This design comes from an exercise in tuning for small area and a short achievable clock period on the open sky130 flow, not from production work.
Only simulation tests tie the RTL to the original design; equivalence was not proved.

==> design.v <==
package servo_pkg;
	localparam int ADC_W = 16;
	localparam int SIGNAL_W = 24;
	localparam int COEF_W = 18;
	localparam int COEF_FRAC = 16;
	localparam int DAC_W = 16;
	localparam int WB_AW = 4;
	localparam int WB_DW = 32;
	localparam logic [WB_DW-1:0] FW_VERSION = 32'h0000_0012;
	typedef enum logic [WB_AW-1:0] {
		REG_VERSION = 4'd0,
		REG_CONTROL = 4'd1,
		REG_A1_0    = 4'd2,
		REG_B0_0    = 4'd3,
		REG_B1_0    = 4'd4,
		REG_A1_1    = 4'd5,
		REG_B0_1    = 4'd6,
		REG_B1_1    = 4'd7
	} reg_addr_e;
endpackage
`timescale 1ns/1ns
module iir_first_order #(
	parameter int ADC_W     = servo_pkg::ADC_W,
	parameter int SIGNAL_W  = servo_pkg::SIGNAL_W,
	parameter int COEF_W    = servo_pkg::COEF_W,
	parameter int COEF_FRAC = servo_pkg::COEF_FRAC
) (
	input  logic                        clk1,
	input  logic                        i_rst_n,
	input  logic                        i_load,
	input  logic                        i_first,
	input  logic                        i_last,
	input  logic                        i_update,
	input  logic                        i_on,
	input  logic signed [COEF_W-1:0]    i_a1,
	input  logic signed [COEF_W-1:0]    i_b0,
	input  logic signed [COEF_W-1:0]    i_b1,
	input  logic signed [ADC_W-1:0]     i_sample,
	output logic signed [SIGNAL_W-1:0]  o_signal
);
	localparam int SW = COEF_W + 1;    
	localparam int AW = 25;            
	localparam int TW = AW + 4;        
	logic [SW-1:0]              sa, sb, sc;
	logic signed [ADC_W-1:0]    x;
	logic signed [ADC_W-1:0]    xp;
	logic                       on;
	logic [AW-1:0]              acc_s, acc_c;
	logic                       acc_k;
	logic [3:0]                 low;
	always_ff @(posedge clk1) begin
		if (i_load) begin
			sa <= {i_a1, 1'b0};
			sb <= {i_b0, 1'b0};
			sc <= {i_b1, 1'b0};
			x <= i_sample;
			on <= i_on;
		end else begin
			sa <= {{4{sa[SW-1]}}, sa[SW-1:4]};
			sb <= {{4{sb[SW-1]}}, sb[SW-1:4]};
			sc <= {{4{sc[SW-1]}}, sc[SW-1:4]};
		end
	end
	logic [2:0] da0, da1, db0, db1, dc0, dc1;    
	function automatic logic [2:0] booth(input logic [2:0] b);
		booth[0] = b[1] ^ b[0];
		booth[1] = b[2] ? (~b[1] & ~b[0]) : (b[1] & b[0]);
		booth[2] = b[2];
	endfunction
	always_comb begin
		da0 = on ? booth(sa[2:0]) : 3'b000;
		da1 = on ? booth(sa[4:2]) : 3'b000;
		db0 = on ? booth(sb[2:0]) : {2'b00, i_last};
		db1 = on ? booth(sb[4:2]) : 3'b000;
		dc0 = on ? booth(sc[2:0]) : 3'b000;
		dc1 = on ? booth(sc[4:2]) : 3'b000;
	end
	function automatic logic [SIGNAL_W:0] pp_y(input logic [2:0] d, input logic [SIGNAL_W-1:0] m);
		logic [SIGNAL_W:0] me;
		logic [SIGNAL_W:0] p;
		me = {m[SIGNAL_W-1], m};
		p = ({(SIGNAL_W+1){d[0]}} & me) | ({(SIGNAL_W+1){d[1]}} & {me[SIGNAL_W-1:0], 1'b0});
		p = p ^ {(SIGNAL_W+1){d[2]}};
		pp_y = {~p[SIGNAL_W], p[SIGNAL_W-1:0]};
	endfunction
	function automatic logic [ADC_W:0] pp_x(input logic [2:0] d, input logic [ADC_W-1:0] m);
		logic [ADC_W:0] me;
		logic [ADC_W:0] p;
		me = {m[ADC_W-1], m};
		p = ({(ADC_W+1){d[0]}} & me) | ({(ADC_W+1){d[1]}} & {me[ADC_W-1:0], 1'b0});
		p = p ^ {(ADC_W+1){d[2]}};
		pp_x = {~p[ADC_W], p[ADC_W-1:0]};
	endfunction
	logic [SIGNAL_W:0] pa0, pa1;
	logic [ADC_W:0]    pb0, pb1, pc0, pc1;
	assign pa0 = pp_y(da0, o_signal);
	assign pa1 = pp_y(da1, o_signal);
	assign pb0 = pp_x(db0, x);
	assign pb1 = pp_x(db1, x);
	assign pc0 = pp_x(dc0, xp);
	assign pc1 = pp_x(dc1, xp);
	logic [AW-1:0] s_in, c_in;
	logic          k_in;
	assign s_in = i_first ? (AW'(1) << 24) : acc_s;
	assign c_in = i_first ? '0 : acc_c;
	assign k_in = i_first ? 1'b0 : acc_k;
	logic [TW-1:0] r0, r1, r2, r3, r4, r5, r6, r7, r8, r9;
	assign r0 = TW'(s_in);
	assign r1 = TW'(c_in);
	assign r2 = TW'(pa0);
	assign r3 = {2'b00, pa1, 1'b0, da0[2]};
	assign r4 = TW'({pb0, 8'd0});
	assign r5 = TW'({pc0, 8'd0});
	assign r6 = {2'b00, pb1, 1'b0, db0[2], 7'd0, k_in};
	assign r7 = {2'b00, pc1, 1'b0, dc0[2], 5'd0, da1[2], 2'd0};
	assign r8 = TW'(db1[2]) << 10;
	assign r9 = TW'(dc1[2]) << 10;
	logic [TW-1:0] s1a, c1a, s1b, c1b, s1c, c1c;
	logic [TW-1:0] s2a, c2a, s2b, c2b;
	logic [TW-1:0] s3a, c3a;
	logic [TW-1:0] s4a, c4a;
	logic [TW-1:0] s5a, c5a;
	function automatic logic [2*TW-1:0] csa(input logic [TW-1:0] a, input logic [TW-1:0] b, input logic [TW-1:0] c);
		logic [TW-1:0] s;
		logic [TW-1:0] m;
		s = a ^ b ^ c;
		m = (a & b) | (a & c) | (b & c);
		csa = {m[TW-2:0], 1'b0, s};
	endfunction
	assign {c1a, s1a} = csa(r0, r1, r2);
	assign {c1b, s1b} = csa(r3, r4, r5);
	assign {c1c, s1c} = csa(r6, r7, r8);
	assign {c2a, s2a} = csa(s1a, c1a, s1b);
	assign {c2b, s2b} = csa(c1b, s1c, c1c);
	assign {c3a, s3a} = csa(s2a, c2a, s2b);
	assign {c4a, s4a} = csa(s3a, c3a, c2b);
	assign {c5a, s5a} = csa(s4a, c4a, r9);
	logic [4:0] low_sum;
	assign low_sum = {1'b0, s5a[3:0]} + {1'b0, c5a[3:0]};
	always_ff @(posedge clk1) begin
		acc_s <= s5a[TW-1:4];
		acc_c <= c5a[TW-1:4];
		acc_k <= low_sum[4];
		low <= low_sum[3:0];
	end
	logic [SIGNAL_W-1:0] hi;
	logic [SIGNAL_W+3:0] y_raw;
	logic [SIGNAL_W-1:0] y_sat;
	assign hi = acc_s[SIGNAL_W-1:0] + acc_c[SIGNAL_W-1:0] + SIGNAL_W'(acc_k);
	assign y_raw = {hi, low};
	always_comb begin
		if (y_raw[SIGNAL_W+3:SIGNAL_W-1] == {5{y_raw[SIGNAL_W+3]}}) begin
			y_sat = y_raw[SIGNAL_W-1:0];
		end else if (y_raw[SIGNAL_W+3]) begin
			y_sat = {1'b1, {(SIGNAL_W-1){1'b0}}};
		end else begin
			y_sat = {1'b0, {(SIGNAL_W-1){1'b1}}};
		end
	end
	always_ff @(posedge clk1 or negedge i_rst_n) begin
		if (!i_rst_n) begin
			o_signal <= '0;
			xp <= '0;
		end else if (i_update) begin
			o_signal <= y_sat;
			xp <= x;
		end
	end
endmodule
`timescale 1ns/1ns
module channel_diff #(
	parameter int SIGNAL_W = servo_pkg::SIGNAL_W,
	parameter int DAC_W    = servo_pkg::DAC_W
) (
	input  logic                        clk1,
	input  logic signed [SIGNAL_W-1:0]  i_sig0,
	input  logic signed [SIGNAL_W-1:0]  i_sig1,
	output logic signed [SIGNAL_W-1:0]  o_error,
	output logic signed [DAC_W-1:0]     o_dac_word
);
	localparam logic signed [SIGNAL_W-1:0] SIG_MAX = {1'b0, {(SIGNAL_W-1){1'b1}}};
	localparam logic signed [SIGNAL_W-1:0] SIG_MIN = {1'b1, {(SIGNAL_W-1){1'b0}}};
	logic signed [SIGNAL_W:0]   diff;
	logic signed [SIGNAL_W-1:0] diff_sat;
	assign diff = i_sig0 - i_sig1;
	always_comb begin
		if (diff[SIGNAL_W] == diff[SIGNAL_W-1]) begin
			diff_sat = diff[SIGNAL_W-1:0];
		end else if (diff[SIGNAL_W]) begin
			diff_sat = SIG_MIN;
		end else begin
			diff_sat = SIG_MAX;
		end
	end
	always_ff @(posedge clk1) begin
		o_error <= diff_sat;
	end
	assign o_dac_word = o_error[SIGNAL_W-1 -: DAC_W];
endmodule
`timescale 1ns/1ns
module servo_regs #(
	parameter int COEF_W = servo_pkg::COEF_W
) (
	input  logic                          clk1,
	input  logic                          i_rst_n,
	input  logic                          i_wb_cyc,
	input  logic                          i_wb_stb,
	input  logic                          i_wb_we,
	input  logic [servo_pkg::WB_AW-1:0]   i_wb_adr,
	input  logic [servo_pkg::WB_DW-1:0]   i_wb_dat,
	output logic [servo_pkg::WB_DW-1:0]   o_wb_dat,
	output logic                          o_wb_ack,
	output logic                          o_filt_on0,
	output logic                          o_filt_on1,
	output logic signed [COEF_W-1:0]      o_a1_0,
	output logic signed [COEF_W-1:0]      o_b0_0,
	output logic signed [COEF_W-1:0]      o_b1_0,
	output logic signed [COEF_W-1:0]      o_a1_1,
	output logic signed [COEF_W-1:0]      o_b0_1,
	output logic signed [COEF_W-1:0]      o_b1_1,
	output logic [1:0]                    o_afe_gain0,
	output logic [1:0]                    o_afe_gain1
);
	logic                      wb_new;
	logic                      wr;
	logic [1:0]                on_q;
	logic [3:0]                gain_q;
	logic signed [COEF_W-1:0]  a1_0_q, b0_0_q, b1_0_q, a1_1_q, b0_1_q, b1_1_q;
	logic [COEF_W-1:0]         rd_lo;
	logic                      rd_hi;
	logic [COEF_W-1:0]         rd_lo_q;
	logic                      rd_hi_q;
	assign wb_new = i_wb_cyc & i_wb_stb & ~o_wb_ack;
	assign wr = wb_new & i_wb_we;
	always_ff @(posedge clk1 or negedge i_rst_n) begin
		if (!i_rst_n) begin
			o_wb_ack <= 1'b0;
			on_q <= '0;
			a1_0_q <= '0;
			b0_0_q <= '0;
			b1_0_q <= '0;
			a1_1_q <= '0;
			b0_1_q <= '0;
			b1_1_q <= '0;
		end else begin
			o_wb_ack <= wb_new;
			if (wr && i_wb_adr == 4'd1) on_q <= i_wb_dat[1:0];
			if (wr && i_wb_adr == 4'd2) a1_0_q <= i_wb_dat[COEF_W-1:0];
			if (wr && i_wb_adr == 4'd3) b0_0_q <= i_wb_dat[COEF_W-1:0];
			if (wr && i_wb_adr == 4'd4) b1_0_q <= i_wb_dat[COEF_W-1:0];
			if (wr && i_wb_adr == 4'd5) a1_1_q <= i_wb_dat[COEF_W-1:0];
			if (wr && i_wb_adr == 4'd6) b0_1_q <= i_wb_dat[COEF_W-1:0];
			if (wr && i_wb_adr == 4'd7) b1_1_q <= i_wb_dat[COEF_W-1:0];
		end
	end
	always_ff @(posedge clk1 or negedge i_rst_n) begin
		if (!i_rst_n) begin
			gain_q <= '1;
		end else begin
			if (wr && i_wb_adr == 4'd1) gain_q <= ~i_wb_dat[5:2];
		end
	end
	always_comb begin
		rd_lo = '0;
		rd_hi = 1'b0;
		case (i_wb_adr)
			4'd0: rd_lo = COEF_W'(servo_pkg::FW_VERSION);
			4'd1: rd_lo = COEF_W'({~gain_q, on_q});
			4'd2: begin rd_lo = a1_0_q; rd_hi = a1_0_q[COEF_W-1]; end
			4'd3: begin rd_lo = b0_0_q; rd_hi = b0_0_q[COEF_W-1]; end
			4'd4: begin rd_lo = b1_0_q; rd_hi = b1_0_q[COEF_W-1]; end
			4'd5: begin rd_lo = a1_1_q; rd_hi = a1_1_q[COEF_W-1]; end
			4'd6: begin rd_lo = b0_1_q; rd_hi = b0_1_q[COEF_W-1]; end
			4'd7: begin rd_lo = b1_1_q; rd_hi = b1_1_q[COEF_W-1]; end
			default: begin
			end
		endcase
	end
	always_ff @(posedge clk1) begin
		rd_lo_q <= rd_lo;
		rd_hi_q <= rd_hi;
	end
	assign o_wb_dat = {{(servo_pkg::WB_DW-COEF_W){rd_hi_q}}, rd_lo_q};
	assign o_filt_on0 = on_q[0];
	assign o_filt_on1 = on_q[1];
	assign o_a1_0 = a1_0_q;
	assign o_b0_0 = b0_0_q;
	assign o_b1_0 = b1_0_q;
	assign o_a1_1 = a1_1_q;
	assign o_b0_1 = b0_1_q;
	assign o_b1_1 = b1_1_q;
	assign o_afe_gain0 = gain_q[1:0];
	assign o_afe_gain1 = gain_q[3:2];
endmodule
`timescale 1ns/1ns
module servo_top #(
	parameter int ADC_W     = servo_pkg::ADC_W,
	parameter int SIGNAL_W  = servo_pkg::SIGNAL_W,
	parameter int COEF_W    = servo_pkg::COEF_W,
	parameter int COEF_FRAC = servo_pkg::COEF_FRAC,
	parameter int DAC_W     = servo_pkg::DAC_W
) (
	input  logic                          clk1,
	input  logic                          i_rst_n,
	input  logic                          i_wb_cyc,
	input  logic                          i_wb_stb,
	input  logic                          i_wb_we,
	input  logic [servo_pkg::WB_AW-1:0]   i_wb_adr,
	input  logic [servo_pkg::WB_DW-1:0]   i_wb_dat,
	output logic [servo_pkg::WB_DW-1:0]   o_wb_dat,
	output logic                          o_wb_ack,
	input  logic signed [ADC_W-1:0]       i_adc0,
	input  logic signed [ADC_W-1:0]       i_adc1,
	input  logic                          i_sample_valid,
	output logic signed [DAC_W-1:0]       o_dac_word,
	output logic                          o_dac_valid,
	output logic signed [SIGNAL_W-1:0]    o_error,
	output logic [1:0]                    o_afe_gain0,
	output logic [1:0]                    o_afe_gain1
);
	logic                       filt_on0;
	logic                       filt_on1;
	logic signed [COEF_W-1:0]   a1_0;
	logic signed [COEF_W-1:0]   b0_0;
	logic signed [COEF_W-1:0]   b1_0;
	logic signed [COEF_W-1:0]   a1_1;
	logic signed [COEF_W-1:0]   b0_1;
	logic signed [COEF_W-1:0]   b1_1;
	servo_regs #(
		.COEF_W(COEF_W)
	) regs_i (
		.clk1(clk1),
		.i_rst_n(i_rst_n),
		.i_wb_cyc(i_wb_cyc),
		.i_wb_stb(i_wb_stb),
		.i_wb_we(i_wb_we),
		.i_wb_adr(i_wb_adr),
		.i_wb_dat(i_wb_dat),
		.o_wb_dat(o_wb_dat),
		.o_wb_ack(o_wb_ack),
		.o_filt_on0(filt_on0),
		.o_filt_on1(filt_on1),
		.o_a1_0(a1_0),
		.o_b0_0(b0_0),
		.o_b1_0(b1_0),
		.o_a1_1(a1_1),
		.o_b0_1(b0_1),
		.o_b1_1(b1_1),
		.o_afe_gain0(o_afe_gain0),
		.o_afe_gain1(o_afe_gain1)
	);
	logic [2:0] step;
	always_ff @(posedge clk1 or negedge i_rst_n) begin
		if (!i_rst_n) begin
			step <= '0;
			o_dac_valid <= 1'b0;
		end else begin
			step <= (step == 3'd0) ? {2'b00, i_sample_valid} : step + 3'd1;
			o_dac_valid <= (step == 3'd7);
		end
	end
	logic load, first, last, update;
	assign load = (step == 3'd0);
	assign first = (step == 3'd1);
	assign last = (step == 3'd5);
	assign update = (step == 3'd6);
	logic signed [SIGNAL_W-1:0] sig0;
	logic signed [SIGNAL_W-1:0] sig1;
	iir_first_order #(
		.ADC_W(ADC_W),
		.SIGNAL_W(SIGNAL_W),
		.COEF_W(COEF_W),
		.COEF_FRAC(COEF_FRAC)
	) iir0_i (
		.clk1(clk1),
		.i_rst_n(i_rst_n),
		.i_load(load),
		.i_first(first),
		.i_last(last),
		.i_update(update),
		.i_on(filt_on0),
		.i_a1(a1_0),
		.i_b0(b0_0),
		.i_b1(b1_0),
		.i_sample(i_adc0),
		.o_signal(sig0)
	);
	iir_first_order #(
		.ADC_W(ADC_W),
		.SIGNAL_W(SIGNAL_W),
		.COEF_W(COEF_W),
		.COEF_FRAC(COEF_FRAC)
	) iir1_i (
		.clk1(clk1),
		.i_rst_n(i_rst_n),
		.i_load(load),
		.i_first(first),
		.i_last(last),
		.i_update(update),
		.i_on(filt_on1),
		.i_a1(a1_1),
		.i_b0(b0_1),
		.i_b1(b1_1),
		.i_sample(i_adc1),
		.o_signal(sig1)
	);
	channel_diff #(
		.SIGNAL_W(SIGNAL_W),
		.DAC_W(DAC_W)
	) diff_i (
		.clk1(clk1),
		.i_sig0(sig0),
		.i_sig1(sig1),
		.o_error(o_error),
		.o_dac_word(o_dac_word)
	);
endmodule
==> run.sh <==
#!/bin/bash
# synth_recipe.tcl (not shown) runs the flow's synth.tcl, then flattens the netlist and writes it again
# the make line also repeats each setting of config.mk as NAME=value (left out here)
make -C /OpenROAD-flow-scripts/flow DESIGN_CONFIG=/design/flow/config.mk WORK_HOME=/design/flow/orfs CLKGATE_MAP_FILE= SYNTH_SCRIPT=/design/flow/synth_recipe.tcl finish
==> config.mk <==
export PLATFORM = sky130hd
export DESIGN_NAME = servo_top
export DESIGN_NICKNAME = servo_top
export VERILOG_FILES = /design/flow/design.v
export SDC_FILE = /design/flow/constraint.sdc
export NUM_CORES = 4
export LEC_CHECK = 0
export CAP_MARGIN = 20
export CORE_MARGIN = 2
export CORE_UTILIZATION = 40
export SLEW_MARGIN = 20
==> constraint.sdc <==
create_clock -name core_clock -period 16.0 [get_ports {clk1}]
set_input_delay 3.2000 -clock core_clock [delete_from_list [all_inputs] [get_ports {clk1}]]
set_output_delay 3.2000 -clock core_clock [all_outputs]
set_load 0.01 [all_outputs]
==> notes.md <==
## critical path: cells and delay by family
kind	cells	cell delay [ns]
muxes	1	0.36
buffers and inverters	3	1.37
and+or+nand+nor	3	1.16
## routing by layer
layer / GRT usage (%) / vias up
met5: 0 / -
met4: 5.548 / 2
met3: 2.707 / 101
met2: 32.43 / 553
met1: 26.95 / 10980
li1: - / 10860
## layout make-up
| class | count | share of cell area [%] |
|---|---|---|
| Timing Repair Buffer | 167 | 4.322 |
| Tap cell | 1070 | 3.616 |
| Sequential cell | 500 | 30.82 |
| Multi-Input combinational cell | 2126 | 51.80 |
| Clock buffer | 77 | 4.214 |
| Inverter | 426 | 4.326 |
| Clock inverter | 28 | 0.8989 |
## kinds of logic (layout without fill, tap and decap cells)
kind of cell	Yosys count	after routing	synth area share [%]
flip-flops	500	500	34.67
XOR/XNOR	292	292	7.794
multiplexers	160	160	5.414
AO/OA/AOI/OAI	550	550	12.46
buffers and inverters	599	698	7.243
adder cells (fa/ha/maj)	476	476	23.59
AND/OR/NAND/NOR	648	648	8.820
## cell usage in the layout (no fill, tap or decap), types with 56 or more instances in the layout
master	instances
ha_1	227
a21oi_1	71
clkbuf_16	56
and2_1	76
mux2_2	144
xor2_1	83
inv_1	417
clkdlybuf4s50_1	136
dfxtp_1	261
fa_1	243
xnor2_1	208
dfrtp_1	195
a22oi_1	257
nand2_1	399
## metrics by stage
stage | cells | worst slack [ns] | area [um^2] | utilization, %
finish | 4394 | 10.40 | 37030 | 45.31
global route | 4394 | 10.30 | 37030 | 45.31
CTS | 4394 | 10.44 | 37010 | 45.29
detailed placement | 4289 | 9.789 | 35120 | 42.98
global placement | 4289 | 9.767 | 35120 | 42.98
floorplan | 3225 | 10.48 | 32910 | -
## sequential cells by signal, summed over array words and instances, names as in the netlist, 18 cells and up
signal	count
regs_i.b0_1_q	18
regs_i.rd_lo_q	18
regs_i.a1_0_q	18
regs_i.b1_1_q	18
iir0_i.sc	19
iir0_i.sa	19
iir0_i.acc_s	25
iir1_i.sb	19
iir1_i.sc	19
regs_i.a1_1_q	18
iir0_i.o_signal	24
iir1_i.o_signal	24
diff_i.o_error	24
regs_i.b1_0_q	18
regs_i.b0_0_q	18
iir1_i.sa	19
iir1_i.acc_c	25
iir0_i.sb	19
iir1_i.acc_s	25
iir0_i.acc_c	25
## worst max-delay path by stage
stage                            from                             to  slack [ns]  cells after the start
after floorplan           i_wb_adr[1]  regs_i.b0_0_q[10]$_DFFE_PN0P_       10.48                      7
after global routing      i_wb_adr[2]   regs_i.b1_0_q[4]$_DFFE_PN0P_       10.30                      7
final                     i_wb_adr[2]   regs_i.b1_0_q[4]$_DFFE_PN0P_       10.40                      7
after CTS                 i_wb_adr[2]   regs_i.b1_0_q[4]$_DFFE_PN0P_       10.44                      7
after detailed placement  i_wb_adr[2]   regs_i.b1_0_q[8]$_DFFE_PN0P_        9.79                      7
after global placement    i_wb_adr[2]   regs_i.b1_0_q[8]$_DFFE_PN0P_        9.77                      7
==> metrics.cfg <==
[outcome]
outcome=timing/DRC/antenna clean

[routing]
viasPerCell=5.121
routed_wirelength_um=82210
ant_nets=0
wl_met2_um=38090
drt-initial-drc-count=1399
detail_route.wl_per_cell_um=18.71
dr.pass1.iters=6
drc_errors=0
highest_layer=met5
vias=22500
met1Wirelength_um=38040
wl_met3_um=4073

[global_routing]
grt_pass1_vias=23060
grt_first_pass_wirelength_um=131700
antenna_found_initial=1
grt_overflow=0
grt_max_degree=99
grtUsageTotal_pct=19.64

[floorplan]
core_um2=81720
die_h_um=290.8
start_util_pct=40.27
rows=105
die_area_um2=84590
io_pins=152
die_x_um=290.8

[setup_path]
crit_chain=clkdlybuf4s50_1 -> nand2b_1 -> nor3_2 -> buf_4 -> and3_1 -> buf_4 -> mux2_2
crit_top_cell=buf_4
cp.required_ns=16.52
rr_worst_depth=13
start_kind=primary input
crit_arrival_ns=6.11
cp-end-kind=flop
critPathKind=in2reg
max_stage_delay_ns=0.69
worstReg2RegEnd=iir1_i.acc_s[6]$_DFF_P_
cpMaxStageDelayCell=clkdlybuf4s50_1
r2r-start=iir1_i.on$_DFFE_PP_
rrSetupSlack_ns=10.92
cp_max_fo=17

[cts]
cts-root-buf=clkbuf_16
cts_buffer_depth=3
cts_hold_buf=0
htree_levels=2
clock_latency_ns=0.64
cts_tree=built
ctsResizeCount=0
numCtsBuffers=56
clkSinkCount=500
postCtsSetupRepairBufs=0
clk_pin_slew_ns=0.06

[synthesis]
netlist_area_um2=32910
synthTopCellsByCount=inv_1 (418), nand2_1 (400), dfxtp_1 (261), a22oi_1 (257), fa_1 (243)
yosysTopAreaCell=dfxtp_1
synthTopCellsByArea=dfxtp_1 (16%), dfrtp_1 (15%), fa_1 (15%)
ys.flop_type=dfxtp_1
synth_top_cell_area_share_pct=15.88
ys_types=85
yosys_warnings=4
syn_nets=3769
avgSynthCellArea_um2=10.20
synthCells=3225
yosysMostFrequentCell=inv_1
yosys_register_bits=500
synth_edf_count=40
asyncSetResetFlopFracSynth_pct=39.80
ys_seq_area_share_pct=34.67

[layout]
fillers=7827
area_delta_synth_final_pct=12.50
drive_above_1_share_pct=9.627
multi_input_area_um2=19180
layout.area.seq_um2=11410
diodes=0
num-nets-final=3821

[sta]
fin_crit_sh_pct=34.97
worstMarginPinSlew_ns=1.138
tns_ns=0
rsz0062_at_grt=false
fmax_mhz=178.7
whs_ns=0.4158
hold_violations=0
skew_ns=0.02143
fin_crit_ns=5.596
slew_viol_final=0
setup_viol=0
slew_headroom_pct=23.98

[job]
cap_violations=0

[placed_design]
dp_hpwl_um=62270
port_buffers=137
gp_congestion=0.8495

[hold_path]
min_to=iir0_i.sc[7]$_DFF_P_
holdPathStages=2
min_path_type=reg2reg
min-delay-start=iir0_i.sc[11]$_DFF_P_

[static timing again, ports no longer ideal]
Ports are ideal in the flow. The routed layout listed here was re-timed in OpenROAD.
Step 1 assumes that a clkbuf_16 drives the clock port and a buf_2 every other input.
Step 2 adds t to the input delays and takes it off the output delays; t is the mean of the earliest and latest rising clock arrival at the registers after step 1. Input paths then give back, and output paths get back, about the clock's delay inside the block.
Slacks: no drivers / after step 1 / after step 2; pairs: no drivers / after step 1.
t, ns: 0.696
slack for setup (ns): 10.404 / 10.436 / 9.740
worst setup path after step 2: input to register
worst register clock-pin slew, ns: 0.07 / 0.07
worst slew at a driven data input, ns: 0.10
After both steps setup and hold are still met in this run. The setup slack of this run moves by +0.032 ns with the drivers and by -0.664 ns with both steps.
